What follows belongs to an exercise in optimizing a design on an open flow for small area and few clock cycles per item; a production flow would make more cautious choices. Function was checked by simulation only, so behaviour that the tests miss may differ from the original. Power and IR drop assume default switching activity.

## flow/design.v

```verilog
package pdd_pkg;
    localparam int CFG_W      = 6;
    localparam int PITCH_W    = 11;
    localparam int DEV_W      = 12;
    localparam int MAG_W      = 11;
    localparam int DWELL_W    = 16;
    localparam int CNT_W      = 6;
    localparam int WORD_W     = 32;
    localparam int DUR_W      = 23;
    localparam int ADDR_W     = 5;
    localparam int IDX_W      = 3;
    localparam int DIV_BLK    = 8;
    localparam logic [CFG_W-1:0]   CFG_MIN       = 6'd1;
    localparam logic [CFG_W-1:0]   CFG_MAX       = 6'd60;
    localparam logic [CFG_W-1:0]   THRESHOLD_RST = 6'd15;
    localparam logic [CFG_W-1:0]   SUSTAIN_RST   = 6'd5;
    localparam logic [CFG_W-1:0]   RECOVER_RST   = 6'd5;
    localparam logic [CNT_W-1:0]   CNT_MAX       = 6'd63;
    typedef enum logic [1:0] {
        POSTURE_UNKNOWN = 2'd0,
        POSTURE_UPRIGHT = 2'd1,
        POSTURE_SLOUCH  = 2'd2
    } posture_t;
    typedef enum logic [1:0] {
        OP_TICK        = 2'd0,
        OP_CALIBRATE   = 2'd1,
        OP_STATS_CLEAR = 2'd2,
        OP_UNUSED      = 2'd3
    } opcode_t;
    typedef enum logic [IDX_W-1:0] {
        REG_THRESHOLD    = 3'd0,
        REG_SUSTAIN      = 3'd1,
        REG_RECOVER      = 3'd2,
        REG_PRESET_BASE  = 3'd3,
        REG_PRESET_VALID = 3'd4
    } reg_idx_t;
    typedef struct packed {
        logic [CFG_W-1:0] threshold_deg;
        logic [CFG_W-1:0] slouch_delay;
        logic [CFG_W-1:0] recover_sec;
    } cfg_t;
    typedef struct packed {
        logic                      baseline_we;
        logic signed [PITCH_W-1:0] baseline;
        logic                      valid_we;
        logic                      valid;
    } preset_load_t;
    function automatic logic [CFG_W-1:0] clamp_cfg(input logic [CFG_W-1:0] v);
        logic [CFG_W-1:0] r;
        begin
            r = v;
            if (v < CFG_MIN)
            begin
                r = CFG_MIN;
            end
            else if (v > CFG_MAX)
            begin
                r = CFG_MAX;
            end
            clamp_cfg = r;
        end
    endfunction
    function automatic logic [7:0] div125_step(input logic [6:0] r, input logic b);
        logic [7:0] t;
        logic [7:0] d;
        begin
            t = {r, b};
            d = t - 8'd125;
            if (t >= 8'd125)
            begin
                div125_step = {1'b1, d[6:0]};
            end
            else
            begin
                div125_step = {1'b0, t[6:0]};
            end
        end
    endfunction
endpackage
module pdd_regs
(
    input  logic                              clk,
    input  logic                              rst_n,
    input  logic                              psel,
    input  logic                              penable,
    input  logic                              pwrite,
    input  logic [pdd_pkg::ADDR_W-1:0]        paddr,
    input  logic [pdd_pkg::WORD_W-1:0]        pwdata,
    output logic [pdd_pkg::WORD_W-1:0]        prdata,
    output logic                              pready,
    output pdd_pkg::cfg_t                     cfg,
    output pdd_pkg::preset_load_t             preset_load
);
    logic [pdd_pkg::CFG_W-1:0]          threshold_reg;
    logic [pdd_pkg::CFG_W-1:0]          sustain_reg;
    logic [pdd_pkg::CFG_W-1:0]          recover_reg;
    logic signed [pdd_pkg::PITCH_W-1:0] preset_base_reg;
    logic                               preset_valid_reg;
    logic                               wr_en;
    pdd_pkg::reg_idx_t                  idx;
    logic [pdd_pkg::CFG_W-1:0]          wr_clamped;
    assign pready     = 1'b1;
    assign wr_en      = psel && penable && pwrite;
    assign idx        = pdd_pkg::reg_idx_t'(paddr[pdd_pkg::ADDR_W-1:2]);
    assign wr_clamped = pdd_pkg::clamp_cfg(pwdata[pdd_pkg::CFG_W-1:0]);
    always_ff @(posedge clk or negedge rst_n)
    begin
        if (!rst_n)
        begin
            threshold_reg    <= pdd_pkg::THRESHOLD_RST;
            sustain_reg      <= pdd_pkg::SUSTAIN_RST;
            recover_reg      <= pdd_pkg::RECOVER_RST;
            preset_base_reg  <= '0;
            preset_valid_reg <= 1'b0;
        end
        else if (wr_en)
        begin
            case (idx)
                pdd_pkg::REG_THRESHOLD:    threshold_reg    <= wr_clamped;
                pdd_pkg::REG_SUSTAIN:      sustain_reg      <= wr_clamped;
                pdd_pkg::REG_RECOVER:      recover_reg      <= wr_clamped;
                pdd_pkg::REG_PRESET_BASE:  preset_base_reg  <= pwdata[pdd_pkg::PITCH_W-1:0];
                pdd_pkg::REG_PRESET_VALID: preset_valid_reg <= pwdata[0];
                default:                   ;
            endcase
        end
    end
    always_comb
    begin
        preset_load.baseline_we = wr_en && (idx == pdd_pkg::REG_PRESET_BASE);
        preset_load.baseline    = pwdata[pdd_pkg::PITCH_W-1:0];
        preset_load.valid_we    = wr_en && (idx == pdd_pkg::REG_PRESET_VALID);
        preset_load.valid       = pwdata[0];
    end
    assign cfg.threshold_deg = threshold_reg;
    assign cfg.slouch_delay  = sustain_reg;
    assign cfg.recover_sec   = recover_reg;
    always_comb
    begin
        case (idx)
            pdd_pkg::REG_THRESHOLD:    prdata = {26'd0, threshold_reg};
            pdd_pkg::REG_SUSTAIN:      prdata = {26'd0, sustain_reg};
            pdd_pkg::REG_RECOVER:      prdata = {26'd0, recover_reg};
            pdd_pkg::REG_PRESET_BASE:  prdata = {{21{preset_base_reg[10]}}, preset_base_reg};
            pdd_pkg::REG_PRESET_VALID: prdata = {31'd0, preset_valid_reg};
            default:                   prdata = '0;
        endcase
    end
endmodule
module pdd_tracker
(
    input  logic                               clk,
    input  logic                               rst_n,
    input  pdd_pkg::cfg_t                      cfg,
    input  pdd_pkg::preset_load_t              preset_load,
    input  logic                               in_valid,
    output logic                               in_ready,
    input  logic [1:0]                         opcode,
    input  logic signed [pdd_pkg::PITCH_W-1:0] pitch_x10,
    input  logic [pdd_pkg::WORD_W-1:0]         now_ms,
    output logic                               out_valid,
    input  logic                               out_ready,
    output logic [1:0]                         posture,
    output logic signed [pdd_pkg::DEV_W-1:0]   deviation_x10,
    output logic [pdd_pkg::WORD_W-1:0]         session_count,
    output logic [pdd_pkg::WORD_W-1:0]         slouch_time_sec,
    output logic [pdd_pkg::DUR_W-1:0]          longest_session_sec,
    output logic [pdd_pkg::WORD_W-1:0]         since_upright_sec,
    output logic                               event_valid,
    output logic [pdd_pkg::WORD_W-1:0]         event_start_ms,
    output logic [pdd_pkg::DUR_W-1:0]          event_duration_sec,
    output logic [pdd_pkg::MAG_W-1:0]          event_peak_dev_x10
);
    localparam int BLK = pdd_pkg::DIV_BLK;
    localparam int SHW = 3 * BLK;
    localparam int HIW = pdd_pkg::DUR_W - BLK;
    logic                               out_valid_reg;
    logic [1:0]                         posture_reg;
    logic signed [pdd_pkg::PITCH_W-1:0] baseline_reg;
    logic                               calibrated_reg;
    logic [pdd_pkg::CNT_W-1:0]          dwell_reg;
    logic                               dwell_above_reg;
    logic [pdd_pkg::WORD_W-1:0]         start_n_reg;
    logic [pdd_pkg::MAG_W-1:0]          peak_n_reg;
    logic [pdd_pkg::WORD_W-1:0]         sessions_reg;
    logic [pdd_pkg::WORD_W-1:0]         slouch_reg;
    logic [pdd_pkg::DUR_W-1:0]          longest_reg;
    logic [pdd_pkg::WORD_W-1:0]         seconds_reg;
    logic [pdd_pkg::WORD_W-1:0]         since_reg;
    logic                               mark_zero_reg;
    logic                               mark_above_reg;
    logic                               ev_reg;
    logic signed [pdd_pkg::DEV_W-1:0]   dev_reg;
    logic [6:0]                         dq_rem_reg;
    logic [SHW-1:0]                     dq_sh_reg;
    logic [1:0]                         busy_reg;
    logic                               accept;
    logic                               is_tick, is_cal, is_clear;
    logic signed [pdd_pkg::DEV_W-1:0]   dev;
    logic [pdd_pkg::DEV_W-1:0]          dev_abs;
    logic [pdd_pkg::MAG_W-1:0]          mag;
    logic [9:0]                         thr_x10;
    logic                               over;
    logic                               in_slouch;
    logic [pdd_pkg::CNT_W-1:0]          dwell_inc;
    logic [pdd_pkg::CNT_W-1:0]          above_inc;
    logic [pdd_pkg::CNT_W-1:0]          below_inc;
    logic                               enter, leave, mark;
    logic [15:0]                        sustain_ms;
    logic [pdd_pkg::WORD_W-1:0]         diff;
    logic [pdd_pkg::WORD_W:0]           diff_c;
    logic                               short_dur;
    logic [BLK-1:0]                     q_blk;
    logic [6:0]                         rem_blk;
    logic                               hi_gt, hi_eq;
    logic [BLK-1:0]                     longest_lo;
    logic [pdd_pkg::DUR_W-1:0]          dur;
    logic [pdd_pkg::DUR_W-1:0]          longest_cur;
    logic [pdd_pkg::WORD_W:0]           seconds_inc;
    logic [pdd_pkg::WORD_W:0]           since_inc;
    logic                               tick_acc, clear_acc;
    logic [pdd_pkg::CFG_W-1:0]          slouch_add;
    assign in_ready = (busy_reg == 2'd0) && (!out_valid_reg || out_ready);
    assign accept   = in_valid && in_ready;
    assign is_tick  = (opcode == pdd_pkg::OP_TICK);
    assign is_cal   = (opcode == pdd_pkg::OP_CALIBRATE);
    assign is_clear = (opcode == pdd_pkg::OP_STATS_CLEAR);
    assign dev       = {pitch_x10[10], pitch_x10} - {baseline_reg[10], baseline_reg};
    assign dev_abs   = dev[pdd_pkg::DEV_W-1] ? -dev : dev;
    assign mag       = dev_abs[pdd_pkg::MAG_W-1:0];
    assign thr_x10   = {cfg.threshold_deg, 3'd0} + {2'd0, cfg.threshold_deg, 1'b0};
    assign over      = mag > {1'b0, thr_x10};
    assign in_slouch = (posture_reg == pdd_pkg::POSTURE_SLOUCH);
    assign dwell_inc = (dwell_reg == pdd_pkg::CNT_MAX) ? dwell_reg : dwell_reg + 6'd1;
    assign above_inc = dwell_above_reg ? dwell_inc : 6'd1;
    assign below_inc = dwell_above_reg ? 6'd1 : dwell_inc;
    assign enter = is_tick && calibrated_reg && over && !in_slouch
                   && (above_inc >= cfg.slouch_delay);
    assign leave = is_tick && calibrated_reg && !over && in_slouch
                   && (below_inc >= cfg.recover_sec);
    assign mark  = is_tick && calibrated_reg && !over
                   && (!in_slouch || (below_inc >= cfg.recover_sec));
    assign sustain_ms  = {cfg.slouch_delay, 10'd0} - {5'd0, cfg.slouch_delay, 5'd0}
                         + {7'd0, cfg.slouch_delay, 3'd0};
    assign diff_c      = {now_ms, 1'b1} + {start_n_reg, 1'b1};
    assign diff        = diff_c[pdd_pkg::WORD_W:1];
    assign tick_acc    = accept && is_tick;
    assign seconds_inc = {1'b0, seconds_reg} + {32'd0, tick_acc};
    assign since_inc   = {1'b0, since_reg} + {32'd0, tick_acc};
    assign clear_acc   = accept && is_clear;
    assign slouch_add  = (accept && enter) ? cfg.slouch_delay
                         : {5'd0, tick_acc && calibrated_reg && in_slouch && !leave};
    assign short_dur = diff[31:3] < 29'(125 << BLK);
    always_comb
    begin
        logic [7:0] s;
        rem_blk = dq_rem_reg;
        for (int i = BLK - 1; i >= 0; i--)
        begin
            s        = pdd_pkg::div125_step(rem_blk, dq_sh_reg[2 * BLK + i]);
            q_blk[i] = s[7];
            rem_blk  = s[6:0];
        end
    end
    assign hi_gt = dq_sh_reg[HIW-1:0] > longest_reg[pdd_pkg::DUR_W-1:BLK];
    assign hi_eq = dq_sh_reg[HIW-1:0] == longest_reg[pdd_pkg::DUR_W-1:BLK];
    always_comb
    begin
        logic qbig, eq, qb, lb;
        qbig = ev_reg && hi_gt;
        eq   = ev_reg && hi_eq;
        for (int i = BLK - 1; i >= 0; i--)
        begin
            qb            = q_blk[i];
            lb            = longest_reg[i];
            longest_lo[i] = qbig ? qb : (eq ? (qb || lb) : lb);
            qbig          = qbig || (eq && qb && !lb);
            eq            = eq && (qb == lb);
        end
    end
    assign dur         = {dq_sh_reg[HIW-1:0], q_blk};
    assign longest_cur = {(ev_reg && hi_gt) ? dq_sh_reg[HIW-1:0]
                                            : longest_reg[pdd_pkg::DUR_W-1:BLK],
                          longest_lo};
    always_ff @(posedge clk or negedge rst_n)
    begin
        if (!rst_n)
        begin
            out_valid_reg <= 1'b0;
            busy_reg      <= 2'd0;
        end
        else if (busy_reg != 2'd0)
        begin
            out_valid_reg <= (busy_reg == 2'd1);
            busy_reg      <= busy_reg - 2'd1;
        end
        else if (in_ready)
        begin
            out_valid_reg <= in_valid && !(leave && !short_dur);
            busy_reg      <= (in_valid && leave && !short_dur) ? 2'd2 : 2'd0;
        end
    end
    always_ff @(posedge clk or negedge rst_n)
    begin
        if (!rst_n)
        begin
            posture_reg     <= pdd_pkg::POSTURE_UNKNOWN;
            baseline_reg    <= '0;
            calibrated_reg  <= 1'b0;
            dwell_reg       <= '0;
            longest_reg     <= '0;
            mark_zero_reg   <= 1'b1;
            mark_above_reg  <= 1'b0;
            ev_reg          <= 1'b0;
        end
        else if (accept)
        begin
            ev_reg      <= leave;
            longest_reg <= is_clear ? '0 : longest_cur;
            if (is_tick)
            begin
                if (mark)
                begin
                    mark_zero_reg  <= seconds_inc[pdd_pkg::WORD_W];
                    mark_above_reg <= 1'b0;
                end
                else
                begin
                    if (seconds_inc[pdd_pkg::WORD_W])
                    begin
                        mark_above_reg <= 1'b1;
                    end
                    else if (since_inc[pdd_pkg::WORD_W])
                    begin
                        mark_above_reg <= 1'b0;
                    end
                end
                if (!calibrated_reg)
                begin
                    posture_reg <= pdd_pkg::POSTURE_UNKNOWN;
                end
                else if (over)
                begin
                    dwell_reg       <= above_inc;
                    if (enter)
                    begin
                        posture_reg <= pdd_pkg::POSTURE_SLOUCH;
                    end
                end
                else
                begin
                    dwell_reg       <= below_inc;
                    if (!in_slouch || leave)
                    begin
                        posture_reg <= pdd_pkg::POSTURE_UPRIGHT;
                    end
                end
            end
            else if (is_cal)
            begin
                baseline_reg   <= pitch_x10;
                calibrated_reg <= 1'b1;
                posture_reg    <= pdd_pkg::POSTURE_UPRIGHT;
                dwell_reg      <= '0;
            end
            else if (is_clear)
            begin
                dwell_reg    <= '0;
            end
        end
        else
        begin
            if (preset_load.baseline_we)
            begin
                baseline_reg <= preset_load.baseline;
            end
            if (preset_load.valid_we)
            begin
                calibrated_reg <= preset_load.valid;
            end
        end
    end
    always_ff @(posedge clk or negedge rst_n)
    begin
        if (!rst_n)
        begin
            seconds_reg  <= '0;
            sessions_reg <= '0;
            slouch_reg   <= '0;
        end
        else
        begin
            seconds_reg  <= seconds_inc[pdd_pkg::WORD_W-1:0];
            sessions_reg <= clear_acc ? '0 : sessions_reg + {31'd0, accept && enter};
            slouch_reg   <= clear_acc ? '0 : slouch_reg + {26'd0, slouch_add};
        end
    end
    always_ff @(posedge clk)
    begin
        since_reg <= (tick_acc && mark) ? '0 : since_inc[pdd_pkg::WORD_W-1:0];
    end
    always_ff @(posedge clk)
    begin
        if (accept)
        begin
            if (is_tick && calibrated_reg)
            begin
                dwell_above_reg <= over;
            end
            if (enter)
            begin
                start_n_reg <= ~(now_ms - {16'd0, sustain_ms});
                peak_n_reg  <= ~mag;
            end
            else if (is_tick && calibrated_reg && over && in_slouch && (mag > ~peak_n_reg))
            begin
                peak_n_reg <= ~mag;
            end
            else if (is_clear)
            begin
                start_n_reg <= '1;
                peak_n_reg  <= '1;
            end
        end
    end
    always_ff @(posedge clk)
    begin
        if (accept)
        begin
            dev_reg <= is_cal ? '0 : dev;
            if (leave && short_dur)
            begin
                dq_rem_reg <= diff[3 + BLK +: 7];
                dq_sh_reg  <= {diff[3 +: BLK], {(2 * BLK){1'b0}}};
            end
            else if (leave)
            begin
                dq_rem_reg <= 7'(diff[31:3 + SHW]);
                dq_sh_reg  <= diff[3 +: SHW];
            end
            else
            begin
                dq_rem_reg <= '0;
                dq_sh_reg  <= '0;
            end
        end
        else if (busy_reg != 2'd0)
        begin
            dq_rem_reg <= rem_blk;
            dq_sh_reg  <= {dq_sh_reg[2*BLK-1:0], q_blk};
        end
    end
    assign out_valid           = out_valid_reg;
    assign posture             = posture_reg;
    assign deviation_x10       = dev_reg;
    assign session_count       = sessions_reg;
    assign slouch_time_sec     = slouch_reg;
    assign longest_session_sec = longest_cur;
    assign since_upright_sec   = (mark_zero_reg || mark_above_reg) ? '0 : since_reg;
    assign event_valid         = ev_reg;
    assign event_start_ms      = ev_reg ? ~start_n_reg : '0;
    assign event_duration_sec  = dur;
    assign event_peak_dev_x10  = ev_reg ? ~peak_n_reg : '0;
endmodule
module posture_deviation_dwell_detector_unit
(
    input  logic                               clk,
    input  logic                               rst_n,
    input  logic                               psel,
    input  logic                               penable,
    input  logic                               pwrite,
    input  logic [pdd_pkg::ADDR_W-1:0]         paddr,
    input  logic [pdd_pkg::WORD_W-1:0]         pwdata,
    output logic [pdd_pkg::WORD_W-1:0]         prdata,
    output logic                               pready,
    input  logic                               in_valid,
    output logic                               in_ready,
    input  logic [1:0]                         opcode,
    input  logic signed [pdd_pkg::PITCH_W-1:0] pitch_x10,
    input  logic [pdd_pkg::WORD_W-1:0]         now_ms,
    output logic                               out_valid,
    input  logic                               out_ready,
    output logic [1:0]                         posture,
    output logic signed [pdd_pkg::DEV_W-1:0]   deviation_x10,
    output logic [pdd_pkg::WORD_W-1:0]         session_count,
    output logic [pdd_pkg::WORD_W-1:0]         slouch_time_sec,
    output logic [pdd_pkg::DUR_W-1:0]          longest_session_sec,
    output logic [pdd_pkg::WORD_W-1:0]         since_upright_sec,
    output logic                               event_valid,
    output logic [pdd_pkg::WORD_W-1:0]         event_start_ms,
    output logic [pdd_pkg::DUR_W-1:0]          event_duration_sec,
    output logic [pdd_pkg::MAG_W-1:0]          event_peak_dev_x10
);
    pdd_pkg::cfg_t         cfg;
    pdd_pkg::preset_load_t preset_load;
    pdd_regs u_regs
    (
        .clk         (clk),
        .rst_n       (rst_n),
        .psel        (psel),
        .penable     (penable),
        .pwrite      (pwrite),
        .paddr       (paddr),
        .pwdata      (pwdata),
        .prdata      (prdata),
        .pready      (pready),
        .cfg         (cfg),
        .preset_load (preset_load)
    );
    pdd_tracker u_tracker
    (
        .clk                 (clk),
        .rst_n               (rst_n),
        .cfg                 (cfg),
        .preset_load         (preset_load),
        .in_valid            (in_valid),
        .in_ready            (in_ready),
        .opcode              (opcode),
        .pitch_x10           (pitch_x10),
        .now_ms              (now_ms),
        .out_valid           (out_valid),
        .out_ready           (out_ready),
        .posture             (posture),
        .deviation_x10       (deviation_x10),
        .session_count       (session_count),
        .slouch_time_sec     (slouch_time_sec),
        .longest_session_sec (longest_session_sec),
        .since_upright_sec   (since_upright_sec),
        .event_valid         (event_valid),
        .event_start_ms      (event_start_ms),
        .event_duration_sec  (event_duration_sec),
        .event_peak_dev_x10  (event_peak_dev_x10)
    );
endmodule
```

## flow/flow/run.sh

```bash
#!/bin/bash
# Layout flow: the standard flow (standard.sh), with one added step.
#  1. the standard synthesis, unchanged (standard.sh synth).
#  2. The logic between the flip-flops of its netlist is remapped by ABC for
#     area (area.abc). The flip-flops are kept as black boxes, so they keep
#     their names and cell types; then ORFS's own closing synthesis steps
#     (splitnets, tie cells, pass-through buffers) are repeated.
#  3. the standard flow continues from that netlist to the final layout,
#     with the port buffers made as the smallest plain buffer, buf_1.
# Each tool's full output goes to a log file of its own in this folder.
set -euo pipefail
HERE=$(pwd)
RES=$HERE/orfs/results/$FLOW_PLATFORM/posture_deviation_dwell_detector_unit/base
LIB=$FLOW_HOME/platforms/sky130hd/lib/sky130_fd_sc_hd__tt_025C_1v80.lib
export BUFFER_PORTS_ARGS="-buffer_cell sky130_fd_sc_hd__buf_1"

bash standard.sh synth > standard_synth.log 2>&1

cp $RES/1_2_yosys.v $HERE/synth_standard.v
python3 flow/cells_gen.py $HERE/synth_standard.v $HERE/cells.v > cells_gen.log 2>&1
DONT_USE=$(grep -o -- '-dont_use [A-Za-z0-9_]*' orfs/logs/$FLOW_PLATFORM/posture_deviation_dwell_detector_unit/base/1_2_yosys.log | sort -u | tr '\n' ' ')
cat > remap.ys <<EOS
read_verilog $HERE/cells.v
read_verilog $HERE/synth_standard.v
hierarchy -check -top $FLOW_TOP
flatten
rename -hide w:* i:* o:* %u %d
techmap
opt -purge
abc -liberty $LIB $DONT_USE -script $HERE/flow/area.abc
delete A:blackbox
delete sky130_fd_sc_hd__*
read_liberty -lib $LIB
splitnets
opt_clean -purge
hilomap -singleton -hicell sky130_fd_sc_hd__conb_1 HI -locell sky130_fd_sc_hd__conb_1 LO
insbuf -buf sky130_fd_sc_hd__buf_4 A X
rename -hide w:* i:* o:* %u %d
opt_clean -purge
tee -o $HERE/remap_stat.txt stat -liberty $LIB
check -assert -mapped
write_verilog -noattr -nohex -nodec $HERE/synth_remap.v
EOS
yosys -s remap.ys > remap.log 2>&1

cp $HERE/synth_remap.v $RES/1_2_yosys.v
rm -f $RES/1_synth.odb
bash standard.sh > standard.log 2>&1
```

## flow/config.mk

```make
export PLATFORM = sky130hd
export DESIGN_NAME = posture_deviation_dwell_detector_unit
export DESIGN_NICKNAME = posture_deviation_dwell_detector_unit
export VERILOG_FILES = /design/flow/design.v
export SDC_FILE = /design/flow/constraint.sdc
export NUM_CORES = 4
export LEC_CHECK = 0
export ABC_AREA = 1
export CAP_MARGIN = 20
export CORE_MARGIN = 2
export CORE_UTILIZATION = 60
export CTS_BUF_LIST = sky130_fd_sc_hd__clkbuf_8
export CTS_CLUSTER_DIAMETER = 60
export CTS_CLUSTER_SIZE = 12
export GPL_TIMING_DRIVEN = 0
export SLEW_MARGIN = 20
```

## flow/flow/cells_gen.py

```python
# Writes a Verilog model of the standard cells a netlist uses: the
# combinational cells as assigns of their liberty functions, the flip-flops
# as black boxes, so that yosys can remap the logic between the flip-flops.
import re,sys
L='/OpenROAD-flow-scripts/flow/platforms/sky130hd/lib/sky130_fd_sc_hd__tt_025C_1v80.lib'
lib=open(L).read()
cells=sorted(set(re.findall(r'sky130_fd_sc_hd__[a-z0-9_]+', open(sys.argv[1]).read())))
flops={'sky130_fd_sc_hd__dfrtp_1':('CLK D RESET_B','Q'),'sky130_fd_sc_hd__dfstp_2':('CLK D SET_B','Q'),
       'sky130_fd_sc_hd__dfxtp_1':('CLK D','Q'),'sky130_fd_sc_hd__edfxtp_1':('CLK D DE','Q')}
out=[]
for c in cells:
    if c in flops:
        ins,o=flops[c]
        out.append(f"(* blackbox *) module {c}({', '.join(ins.split()+[o])});\n"+''.join(f"  input {i};\n" for i in ins.split())+f"  output {o};\nendmodule\n")
        continue
    i=lib.index(f'cell ("{c}")')
    j=lib.find('\n    cell (', i+10)
    body=lib[i:j if j>0 else len(lib)]
    pins=re.findall(r'\n        pin \("(\w+)"\) \{(.*?)\n        \}', body, re.S)
    ins=[];outs=[]
    for p,pb in pins:
        d=re.search(r'direction : "(\w+)"',pb).group(1)
        if d=='input': ins.append(p)
        else:
            fm=re.search(r'\n            function : "([^"]*)"',pb)
            outs.append((p,fm.group(1)))
    s=f"module {c}({', '.join(ins+[o for o,_ in outs])});\n"+''.join(f"  input {i};\n" for i in ins)
    for o,f in outs:
        f=f.replace('!','~').replace('+','|')
        if f in ('0','1'): f="1'b"+f
        s+=f"  output {o};\n  assign {o} = {f};\n"
    out.append(s+"endmodule\n")
open(sys.argv[2],'w').write('\n'.join(out))
```

## flow/constraint.sdc

```tcl
create_clock -name core_clock -period 14.0 [get_ports {clk}]
set_input_delay 2.8000 -clock core_clock [delete_from_list [all_inputs] [get_ports {clk}]]
set_output_delay 2.8000 -clock core_clock [all_outputs]
set_load 0.01 [all_outputs]
```

## flow/standard.sh

```bash
#!/bin/bash
# synth_recipe.tcl (not shown) runs the flow's synth.tcl, then flattens the netlist and writes it again
# the make line also repeats each setting of config.mk as NAME=value (left out here)
make -C /OpenROAD-flow-scripts/flow DESIGN_CONFIG=/design/flow/config.mk WORK_HOME=/design/flow/orfs CLKGATE_MAP_FILE= SYNTH_SCRIPT=/design/flow/synth_recipe.tcl "${@:-finish}"
```

## flow/flow/area.abc

```
strash
&get -n
&dch -f
&nf -R 1000 -p
&put
topo
```

==> results of run 1 <==
==> cell usage in the layout (no fill, tap or decap), drive strengths merged, types with 12 or more instances in the layout <==
cell type    n
a21oi      133
a22o        24
and2        76
and3        41
buf        341
clkbuf      33
clkinv      44
dfrtp      166
dfxtp       32
edfxtp      87
inv         19
maj3        23
mux2        27
mux2i       12
nand2      206
nand2b      37
nand3       35
nand4       14
nor2       181
nor2b      100
nor3        71
o21ai      115
o22ai       22
xnor2      119
xor2        82
==> layout make-up <==
cell class	instances	area, µm²
well taps	378	473
repair buffers	319	1410
clock inverters	24	148
flip-flops and latches	294	7640
multi-input cells	1479	9010
inverters	40	151
fillers	2266	8230
diodes	6	15.0
plain buffers	22	165
clock buffers	33	454
==> power groups by stage <==
stage	Clock, mW	Sequential (mW)	Combinational (mW)
6_report	0.556	1.14	2.15
5_1_grt	0.596	1.15	2.36
4_1_cts	0.566	1.14	2.07
3_5_place_dp	0	1.16	2.06
3_3_place_gp	0	1.15	1.99
2_1_floorplan	0	1.14	1.55
==> per-layer routing <==
layer | vias to the layer above | wire length (µm) | track usage, %
li1 | 7190 | - | -
met5 | - | 12 | 0
met1 | 7108 | 18900 | 39.7
met3 | 93 | 3420 | 5.82
met2 | 521 | 20100 | 46.7
met4 | 2 | 1450 | 9.43
==> through the flow <==
step	total power [mW]	utilization [%]	hold slack (ns)	instance area [µm²]	worst slack, ns
3_5_place_dp	3.22	67.8	0.456	18800	0.134
6_report	3.84	70.3	0.465	19500	0.785
4_1_cts	3.78	70.0	0.473	19400	0.110
5_1_grt	4.12	70.3	0.486	19500	-0.0524
3_3_place_gp	3.15	66.6	0.453	18500	-0.934
2_1_floorplan	2.68	-	0.439	16900	1.39
==> final timing paths <==
kind / cells after the start / end / slack, ns
max: 45 / longest_session_sec[0] / 0.78
min: 1 / u_tracker.seconds_reg[24]$_DFF_PN0_ / 0.46
max reg2reg: 49 / u_tracker.sessions_reg[31]$_DFF_PN0_ / 3.18
min reg2reg: 1 / u_tracker.seconds_reg[24]$_DFF_PN0_ / 0.46
max in group asynchronous: 5 / u_tracker.mark_zero_reg$_DFFE_PN1P_ / 10.85
min in group asynchronous: 1 / u_tracker.baseline_reg[7]$_DFFE_PN0P_ / 2.02
==> out/qor.yml, run 1 <==
status: "timing/DRC/antenna clean"
via_per_inst: 5.75
grtUsageTotal_pct: 29.1
dp_cells: 2532
fin_nets: 2276
max_stage_delay_ns: 0.46
post_route_cells_drive_above_1_share_pct: 5.34
fmax_ghz: 0.0757
grt_start_max_net_pins: 51
criticalPathCategory: "flop to output pin"
fin_tns_setup_ns: 0
p_sw_mw: 1.76
ant_nets: 0
grt_overflow: 0
dpl.hpwl_mm: 32.4
clkLatencyLatePin_ns: 0.63
vias: 14914
chipHeight_um: 172
yosys_warnings: 2
drt_iter0_markers: 1106
avgSynthCellArea_um2: 9.19
crit_start: "u_tracker.dq_sh_reg[23]$_DFFE_PP_"
path_common_cell: "nor2_1"
grt_antenna_before_repair: 4
syn2layout_area_growth_pct: 15.5
cts_tree: "done"
gp_congestion: 0.918
crit_family: "simple AND/OR/NAND/NOR gates"
syn_inst: 1835
port_buffers: 299
routed_wl_mm: 43.8
first_pass_iters: 6
p_int_mw: 2.08
required_ns: 11.20
clk_path_buf_depth: 3
die_area_um2: 29500
p_per_area_nw_per_um2: 197
cts_hold_buf: 0
clock_skew_ns: 0.0490
final-setup-viol-count: 0
end_kind: "output pin"
cap_violations: 0
worstPathArrival_ns: 10.42
cp_slowest_cell: "edfxtp_1"
r2r_start: "u_tracker.baseline_reg[0]$_DFFE_PN0P_"
drv_slew: 0
cts_setup_buffers: 0
hold_class: "flop to flop"
h-tree-depth: 1
finalHoldViolations: 0
period_share_pct: 94.4
drc: 0
clock-sinks: 294
synth_fp_nets: 1924
syn_area_um2: 16900
worst_pin_slew_ns: 1.02
fin_cells: 2595
cp_num_buf_inv: 1
pwr-share-clk_pct: 14.5
fp.coreArea_um2: 27700
boundaryPins: 324
worst_hold_startpoint: "u_tracker.seconds_reg[24]$_DFF_PN0_"
p_sw_share_pct: 45.8
cts_resized: 3
wl_per_cell_um: 16.9
rows: 61
crit_fanout: 10
ir_drop_mv: 0.308
seqPwrFrac_pct: 29.7
clk_pin_slew_worst_paths_ns: 0.09
combPwrFrac_pct: 55.8
cp-start-kind: "flop"
start_util_pct: 60.9
die_w_um: 172
relSlewSlack_pct: 31.9
grt_pass1_wl_mm: 68.7
grt_pass1_vias: 13578
cts_buffers: 31
p_leak_nw: 7.56
root_buffer: "clkbuf_8"
min_period_ns: 13.22
Testbench counts, summed over its fixed seeds: cycles 24,070, items 24,000.
==> run 2, diff against run 1 <==
--- a/flow/flow/run.sh
+++ b/flow/flow/run.sh
@@ -4,3 +4,3 @@
 #  2. The logic between the flip-flops of its netlist is remapped by ABC for
-#     area (area.abc). The flip-flops are kept as black boxes, so they keep
+#     area (area.abc, two rounds of area mapping). The flip-flops are kept as black boxes, so they keep
 #     their names and cell types; then ORFS's own closing synthesis steps
==> flow/flow/area.abc (replaced) <==
strash
&get -n
&dch -f
&nf -R 1000 -p
&put
strash
&get -n
&dch -f
&nf -R 1000 -p
&put
strash
&get -n
&dch -f
&nf -R 1000 -p
&put
topo
==> out/qor.yml, run 2 <==
status: "timing/DRC/antenna clean"
r2r_start: "u_tracker.baseline_reg[0]$_DFFE_PN0P_"
r2r_end: "u_tracker.sessions_reg[31]$_DFF_PN0_"
cap_violations: 0
syn2layout_area_growth_pct: 15.5
grt_antenna_before_repair: 7
final_cell_mix: "buf_1, nand2_1, nor2_1"
clkLatencyLatePin_ns: 0.61
die_w_um: 171
cts_buffers: 31
yosys_warnings: 2
boundaryPins: 324
path_common_cell: "nor2_1"
h-tree-depth: 1
rows: 61
p_per_area_nw_per_um2: 192
criticalPathCategory: "flop to output pin"
port_buffers: 299
die_area_um2: 29300
max_stage_delay_ns: 0.47
final_common_cell: "buf_1"
final_util_pct: 70.1
wl_per_cell_um: 16.9
clock-sinks: 294
p_int_mw: 2.05
required_ns: 11.20
min_delay_worst_endpoint: "u_tracker.seconds_reg[28]$_DFF_PN0_"
clk_path_buf_depth: 3
drt_iter0_markers: 1191
avgSynthCellArea_um2: 9.09
worstPathArrival_ns: 10.49
worst_pin_slew_ns: 0.985
cts_tree: "done"
grtUsageTotal_pct: 28.6
fin_nets: 2277
period_share_pct: 94.9
syn_inst: 1845
grt_start_max_net_pins: 57
fin_cells: 2595
cp_slowest_cell: "or3_1"
post_route_cells_drive_above_1_share_pct: 5.15
drc: 0
syn_area_um2: 16800
start_util_pct: 60.7
pre_cts_ws_ns: -0.171
seqPwrFrac_pct: 30.2
rsz0062_at_grt: "true"
grt_overflow: 0
crit_fanout: 10
hold_class: "flop to flop"
first_pass_iters: 7
ff2ff_setup_slack_ns: 3.10
final-setup-viol-count: 0
ant_nets: 0
worst_hold_startpoint: "u_tracker.seconds_reg[28]$_DFF_PN0_"
setup_slack_ns: 0.715
crit_family: "simple AND/OR/NAND/NOR gates"
clock_skew_ns: 0.0168
min_period_ns: 13.29
root_buffer: "clkbuf_8"
p_sw_mw: 1.66
cp-start-kind: "flop"
grt_pass1_vias: 13375
p_sw_share_pct: 44.8
r2r_cells: 50
fin_tns_setup_ns: 0
vias: 14992
gp_congestion: 0.920
min_path_cells: 1
pwr-share-clk_pct: 15.8
routed_wl_mm: 43.7
dp_cells: 2533
via_per_inst: 5.78
finalHoldViolations: 0
cp_num_buf_inv: 3
end_kind: "output pin"
p_leak_nw: 7.47
fmax_ghz: 0.0753
ir_drop_mv: 0.312
drv_slew: 0
relSlewSlack_pct: 34.3
synth_fp_nets: 1934
chipHeight_um: 171
dpl.hpwl_mm: 32.1
combPwrFrac_pct: 54.0
clk_pin_slew_worst_paths_ns: 0.08
grt_pass1_wl_mm: 67.3
fp.coreArea_um2: 27600
==> run 2: stage by stage <==
step           power, mW  cell area, µm²  hold WS [ns]
3_3_place_gp        2.98           18400         0.447
2_1_floorplan       2.56           16800         0.434
4_1_cts             3.65           19300         0.471
3_5_place_dp        3.04           18600         0.456
6_report            3.72           19400         0.467
5_1_grt             3.96           19400         0.482
==> run 2: area by class of cell <==
| type | instances | area, µm² |
|---|---|---|
| Tap cell | 378 | 473 |
| Clock buffer | 32 | 440 |
| Timing Repair Buffer | 310 | 1340 |
| Inverter | 45 | 170 |
| Antenna cell | 4 | 10.0 |
| Buffer | 22 | 165 |
| Sequential cell | 294 | 7640 |
| Multi-Input combinational cell | 1484 | 8930 |
| Fill cell | 2313 | 8250 |
| Clock inverter | 26 | 196 |
==> run 2: layer usage <==
metal  vias to the layer above  routed length [µm]  global-route usage [%]
li1                       7264                   -                       -
met1                      7090               19000                    39.8
met2                       544               19900                    45.6
met3                        88                3700                    6.05
met4                         6                1130                    7.89
met5                         -                  38                       0
==> run 2: what timing repair did <==
| item | in CTS | in global routing |
|---|---|---|
| setup endpoints to repair | 2 | 12 |
| pin swaps | 0 | 0 |
| gates resized for setup | 6 | 14 |
| hold buffers | 0 | 0 |
| buffers inserted | 0 | 0 |
==> run 2: worst max path at each step <==
stage                                            startpoint                     end  slack, ns  depth (start not counted)
after floorplan           u_tracker.dq_sh_reg[23]$_DFFE_PP_  longest_session_sec[0]       1.97                         43
after global placement    u_tracker.dq_sh_reg[23]$_DFFE_PP_  longest_session_sec[0]       0.16                         42
after detailed placement  u_tracker.dq_sh_reg[23]$_DFFE_PP_  longest_session_sec[0]      -0.17                         43
after CTS                 u_tracker.dq_sh_reg[23]$_DFFE_PP_  longest_session_sec[0]       0.11                         42
after global routing      u_tracker.dq_sh_reg[23]$_DFFE_PP_  longest_session_sec[0]      -0.06                         44
final                     u_tracker.dq_sh_reg[23]$_DFFE_PP_  longest_session_sec[0]       0.71                         43
==> run 2: power by group through the flow <==
stage / clock (mW) / sequential [mW] / combinational, mW
global placement: 0 / 1.13 / 1.85
detailed placement: 0 / 1.13 / 1.90
global route: 0.627 / 1.13 / 2.20
floorplan: 0 / 1.12 / 1.45
CTS: 0.599 / 1.12 / 1.93
finish: 0.587 / 1.12 / 2.01
==> run 3, diff against run 2 <==
==> flow/flow/area.abc (replaced) <==
strash
&get -n
&dch -f
&nf -R 1000 -p
&put
strash
&get -n
&dch -f
&nf -R 1000 -p
&put
topo
==> out/qor.yml, run 3 <==
period_share_pct: 94.7
crit_fanout: 10
cts_buffers: 30
dpl_cell_area_um2: 18600
final_util_pct: 69.8
criticalPathCategory: "flop to output pin"
final-setup-viol-count: 0
hold_class: "flop to flop"
boundaryPins: 324
fin_tns_setup_ns: 0
worst_pin_slew_ns: 1.05
final_cell_mix: "buf_1, nor2_1, nand2_1"
drc: 0
p_leak_nw: 7.61
finalHoldViolations: 0
use_met2_pct: 48.7
required_ns: 11.20
h-tree-depth: 1
pwr-share-clk_pct: 15.1
grtUsageTotal_pct: 28.4
cp_num_buf_inv: 1
min_period_ns: 13.26
p_sw_mw: 1.63
syn2layout_area_growth_pct: 15.2
grt_antenna_before_repair: 3
crit_start: "u_tracker.dq_sh_reg[23]$_DFFE_PP_"
relSlewSlack_pct: 30.2
syn_inst: 1832
ant_nets: 0
p_int_mw: 1.98
crit_family: "simple AND/OR/NAND/NOR gates"
clkLatencyLatePin_ns: 0.61
cp-start-kind: "flop"
status: "timing/DRC/antenna clean"
seqPwrFrac_pct: 30.9
dp_cells: 2527
grt_start_max_net_pins: 49
fmax_ghz: 0.0754
path_common_cell: "nor2_1"
clock_skew_ns: 0.0230
max_stage_delay_ns: 0.47
first_pass_iters: 6
clock-sinks: 294
syn_area_um2: 16700
p_per_area_nw_per_um2: 188
gp_congestion: 0.904
port_buffers: 299
cp_slowest_cell: "or4b_1"
clk_pin_slew_worst_paths_ns: 0.08
fin_cells: 2585
worst_hold_startpoint: "u_tracker.seconds_reg[27]$_DFF_PN0_"
fin_nets: 2271
hold_ws_ns: 0.468
synth_fp_nets: 1921
start_util_pct: 60.6
rows: 61
die_area_um2: 29300
r2r_start: "u_tracker.baseline_reg[0]$_DFFE_PN0P_"
use_met1_pct: 37.1
via_per_inst: 5.68
final.fill_count: 2312
grt_overflow: 0
avgSynthCellArea_um2: 9.14
clk_path_buf_depth: 3
post_route_cells_drive_above_1_share_pct: 5.12
root_buffer: "clkbuf_8"
fp.coreArea_um2: 27600
die_w_um: 171
vias: 14672
yosys_warnings: 2
end_kind: "output pin"
dpl.hpwl_mm: 32.2
grt_pass1_vias: 13379
finalInstanceArea_um2: 19300
drv_slew: 0
combPwrFrac_pct: 53.9
wl_per_cell_um: 16.7
ir_drop_mv: 0.293
final_common_cell: "buf_1"
cts_hold_buf: 0
worstPathArrival_ns: 10.46
grt_most_used_layer: "met2"
use_met3_pct: 4.90
routed_wl_mm: 43.1
drt_iter0_markers: 1148
grt_pass1_wl_mm: 67.0
cap_violations: 0
p_sw_share_pct: 45.2
chipHeight_um: 171
cts_tree: "done"
run 3: power groups by stage:
stage	logic [mW]	registers, mW	clock network (mW)
floorplan	1.40	1.12	0
global placement	1.81	1.13	0
detailed placement	1.86	1.13	0
CTS	1.88	1.12	0.563
global route	2.14	1.13	0.594
finish	1.95	1.12	0.547
run 3: layout make-up:
| class | count | area [µm²] | share of cell area [%] |
|---|---|---|---|
| multi-input cells | 1466 | 8840 | 45.9 |
| flip-flops and latches | 294 | 7640 | 39.7 |
| repair buffers | 318 | 1380 | 7.16 |
| well taps | 378 | 473 | 2.45 |
| clock buffers | 33 | 454 | 2.36 |
| inverters | 50 | 189 | 0.980 |
| plain buffers | 22 | 165 | 0.857 |
| clock inverters | 23 | 129 | 0.668 |
| diodes | 1 | 2.50 | 0.0130 |
run 3: path summary, 6_finish.rpt:
kind	endpoint	cells after the start	slack, ns
max	longest_session_sec[0]	42	0.74
min	u_tracker.seconds_reg[27]$_DFF_PN0_	1	0.47
max reg2reg	u_tracker.slouch_reg[31]$_DFF_PN0_	53	3.11
min reg2reg	u_tracker.seconds_reg[27]$_DFF_PN0_	1	0.47
max in group asynchronous	u_regs.threshold_reg[2]$_DFFE_PN1P_	4	10.69
min in group asynchronous	u_tracker.longest_reg[4]$_DFFE_PN0P_	1	2.23
run 3: timing repair:
| action | CTS | global route |
|---|---|---|
| gates resized for setup | 4 | 14 |
| buffers inserted | 0 | 0 |
| endpoints found under the setup margin | 2 | 13 |
run 3: routing by layer:
| metal | part of all wire [%] | vias up | wire length [µm] |
|---|---|---|---|
| met5 | 0.063 | - | 27 |
| met4 | 2.1 | 4 | 911 |
| met3 | 6.7 | 67 | 2900 |
| met2 | 48 | 446 | 20800 |
| met1 | 43 | 6941 | 18400 |
| li1 | - | 7214 | - |
run 3: stage by stage:
step	power, mW	worst slack (ns)
finish	3.62	0.743
global route	3.87	-0.0607
floorplan	2.52	0.135
detailed placement	3.00	-0.269
global placement	2.94	-3.27
CTS	3.56	0.0490
==> run 4, diff against run 3 <==
--- a/flow/design.v
+++ b/flow/design.v
@@ -214,3 +214,3 @@
     logic [6:0]                         rem_blk;
-    logic                               hi_gt, hi_eq;
+    logic                               hi_gt, hi_eq, ev_done;
     logic [BLK-1:0]                     longest_lo;
@@ -269,4 +269,4 @@
         logic qbig, eq, qb, lb;
-        qbig = ev_reg && hi_gt;
-        eq   = ev_reg && hi_eq;
+        qbig = ev_done && hi_gt;
+        eq   = ev_done && hi_eq;
         for (int i = BLK - 1; i >= 0; i--)
@@ -280,4 +280,5 @@
     end
+    assign ev_done     = ev_reg && (busy_reg == 2'd0);
     assign dur         = {dq_sh_reg[HIW-1:0], q_blk};
-    assign longest_cur = {(ev_reg && hi_gt) ? dq_sh_reg[HIW-1:0]
+    assign longest_cur = {(ev_done && hi_gt) ? dq_sh_reg[HIW-1:0]
                                             : longest_reg[pdd_pkg::DUR_W-1:BLK],
@@ -310,3 +311,2 @@
             dwell_reg       <= '0;
-            longest_reg     <= '0;
             mark_zero_reg   <= 1'b1;
@@ -318,3 +318,2 @@
             ev_reg      <= leave;
-            longest_reg <= is_clear ? '0 : longest_cur;
             if (is_tick)
@@ -389,2 +388,3 @@
             slouch_reg   <= '0;
+            longest_reg  <= '0;
         end
@@ -395,2 +395,3 @@
             slouch_reg   <= clear_acc ? '0 : slouch_reg + {26'd0, slouch_add};
+            longest_reg  <= clear_acc ? '0 : longest_cur;
         end
==> out/qor.yml, run 4 <==
clock-sinks: 294
final_util_pct: 71.0
final.fill_count: 2239
grt_start_max_net_pins: 49
syn_area_um2: 16600
p_per_area_nw_per_um2: 197
fin_nets: 2276
crit_fanout: 11
end_kind: "output pin"
die_area_um2: 29100
boundaryPins: 324
clock_skew_ns: 0.0382
relSlewSlack_pct: 37.0
final_cell_mix: "buf_1, nand2_1, nor2_1"
cts_hold_buf: 0
finalInstanceArea_um2: 19300
post_route_cells_drive_above_1_share_pct: 5.47
grt_pass1_vias: 13833
max_stage_delay_ns: 0.43
dpl.hpwl_mm: 32.2
drv_slew: 0
h-tree-depth: 1
min_period_ns: 13.19
chipHeight_um: 171
cp-start-kind: "flop"
worstPathArrival_ns: 10.39
period_share_pct: 94.2
path_common_cell: "nor2_1"
fp.coreArea_um2: 27100
final_common_cell: "buf_1"
vias: 14764
hold_class: "flop to flop"
cts_tree: "done"
drc: 0
grt_pass1_wl_mm: 68.1
syn_inst: 1838
first_pass_iters: 5
register_area_um2: 7640
cts_buffers: 31
gp_congestion: 0.865
wl_per_cell_um: 16.6
grt_overflow: 0
cp_slowest_cell: "edfxtp_1"
final-setup-viol-count: 0
multi_input_area_um2: 8820
criticalPathCategory: "flop to output pin"
via_per_inst: 5.70
yosys_warnings: 2
syn2layout_area_growth_pct: 15.7
rows: 60
fmax_ghz: 0.0758
finalHoldViolations: 0
ir_drop_mv: 0.261
dpl_cell_area_um2: 18500
status: "timing/DRC/antenna clean"
p_leak_nw: 7.46
root_buffer: "clkbuf_8"
port_buffers: 299
drt_iter0_markers: 908
worst_pin_slew_ns: 0.945
start_util_pct: 61.4
clkLatencyLatePin_ns: 0.60
required_ns: 11.20
synth_fp_nets: 1927
clk_pin_slew_worst_paths_ns: 0.09
clk_path_buf_depth: 3
cap_violations: 0
grtUsageTotal_pct: 28.9
hold_ws_ns: 0.469
die_w_um: 171
grt_antenna_before_repair: 0
ant_nets: 0
routed_wl_mm: 42.9
avgSynthCellArea_um2: 9.06
==> run 4: stage by stage <==
step	std cells	setup WS [ns]	power, mW	setup TNS (ns)
detailed placement	2522	-0.289	3.10	-0.460
global placement	2509	-0.408	3.04	-2.46
CTS	2579	0.212	3.67	0
finish	2588	0.810	3.79	0
floorplan	1838	1.91	2.61	0
global route	2583	-0.0841	4.06	-0.0841
==> run 4: cell type report <==
type                       count  share of cell area [%]
timing repair buffer         316                    7.18
multi-input combinational   1475                    45.8
clock buffer                  35                    2.50
buffer                        22                   0.858
inverter                      47                   0.923
antenna                        5                  0.0650
tap                          372                    2.42
sequential                   294                    39.7
clock inverter                22                   0.546
==> run 4: routing by layer <==
layer  vias up  routed length [µm]  global-route usage [%]  share of wire, %
li1       7206                   -                       -                 -
met4         0                1450                    10.4               3.4
met3        89                2490                    3.93               5.8
met1      7026               18200                    37.9                43
met5         -                   0                       0                 0
met2       443               20700                    49.2                48
==> run 4: worst max-delay path, delay by kind of cell (launching register included) <==
kind | cells | cell delay [ns]
buffers and inverters | 2 | 0.30
AND/OR/NAND/NOR | 34 | 6.91
flip-flops | 1 | 0.43
XOR/XNOR | 5 | 1.14
AO/OA/AOI/OAI | 5 | 0.96
==> run 4: final timing paths <==
check | start | to | slack [ns] | cells after the start
max reg2reg | u_tracker.baseline_reg[0]$_DFFE_PN0P_ | u_tracker.sessions_reg[31]$_DFF_PN0_ | 3.35 | 51
min reg2reg | u_tracker.mark_zero_reg$_DFFE_PN1P_ | u_tracker.mark_zero_reg$_DFFE_PN1P_ | 0.47 | 2
min | u_tracker.mark_zero_reg$_DFFE_PN1P_ | u_tracker.mark_zero_reg$_DFFE_PN1P_ | 0.47 | 2
max | u_tracker.dq_sh_reg[23]$_DFFE_PP_ | longest_session_sec[0] | 0.81 | 46
min in group asynchronous | rst_n | u_tracker.longest_reg[3]$_DFF_PN0_ | 2.07 | 1
max in group asynchronous | rst_n | u_regs.sustain_reg[2]$_DFFE_PN1P_ | 10.99 | 4
==> run 4: repair_timing <==
item | in CTS | in global routing
cloned | 0 | 0
pin swaps | 0 | 2
gates resized for setup | 5 | 20
setup buffers | 0 | 2
setup endpoints to repair | 2 | 14
==> run 4: report_power, final <==
part | total, mW | internal, mW | switching [mW]
sequential | 1.12 | 1.03 | 0.0899
combinational | 2.12 | 0.790 | 1.33
clock | 0.546 | 0.232 | 0.313
Testbench counts of run 4, summed over its fixed seeds: cycles 24,070, items 24,000.

## what the ideal ports hide
How much do the figures lean on ideal ports? The routed layouts below were timed once more, with nothing changed but the port constraints. Step 1 (the two cells are an assumption about what drives the block):
set clk [get_ports {clk}]
set_driving_cell -lib_cell sky130_fd_sc_hd__clkbuf_16 $clk
set_driving_cell -lib_cell sky130_fd_sc_hd__buf_2 [delete_from_list [all_inputs] $clk]
Step 2, shift: input delay + t, output delay - t, t = (earliest + latest rising clock arrival at the registers) / 2. This alone moves slack from input paths to output paths. Three values: ideal ports, drivers, drivers and shift; two values: the first two.
| run | shift t [ns] | setup slack, ns | worst data-port slew with drivers (ns) |
|---|---|---|---|
| run 1 | 0.657 | 0.785 / 0.733 / 0.509 | 0.09 |
| run 2 | 0.651 | 0.715 / 0.669 / 0.498 | 0.09 |
| run 3 | 0.651 | 0.743 / 0.692 / 0.514 | 0.09 |
| run 4 | 0.629 | 0.810 / 0.765 / 0.753 | 0.09 |
After both steps setup and hold are still met in every run listed. For run 1, which loses most, drivers alone change the setup slack by -0.052 ns; drivers and shift together by -0.276 ns.
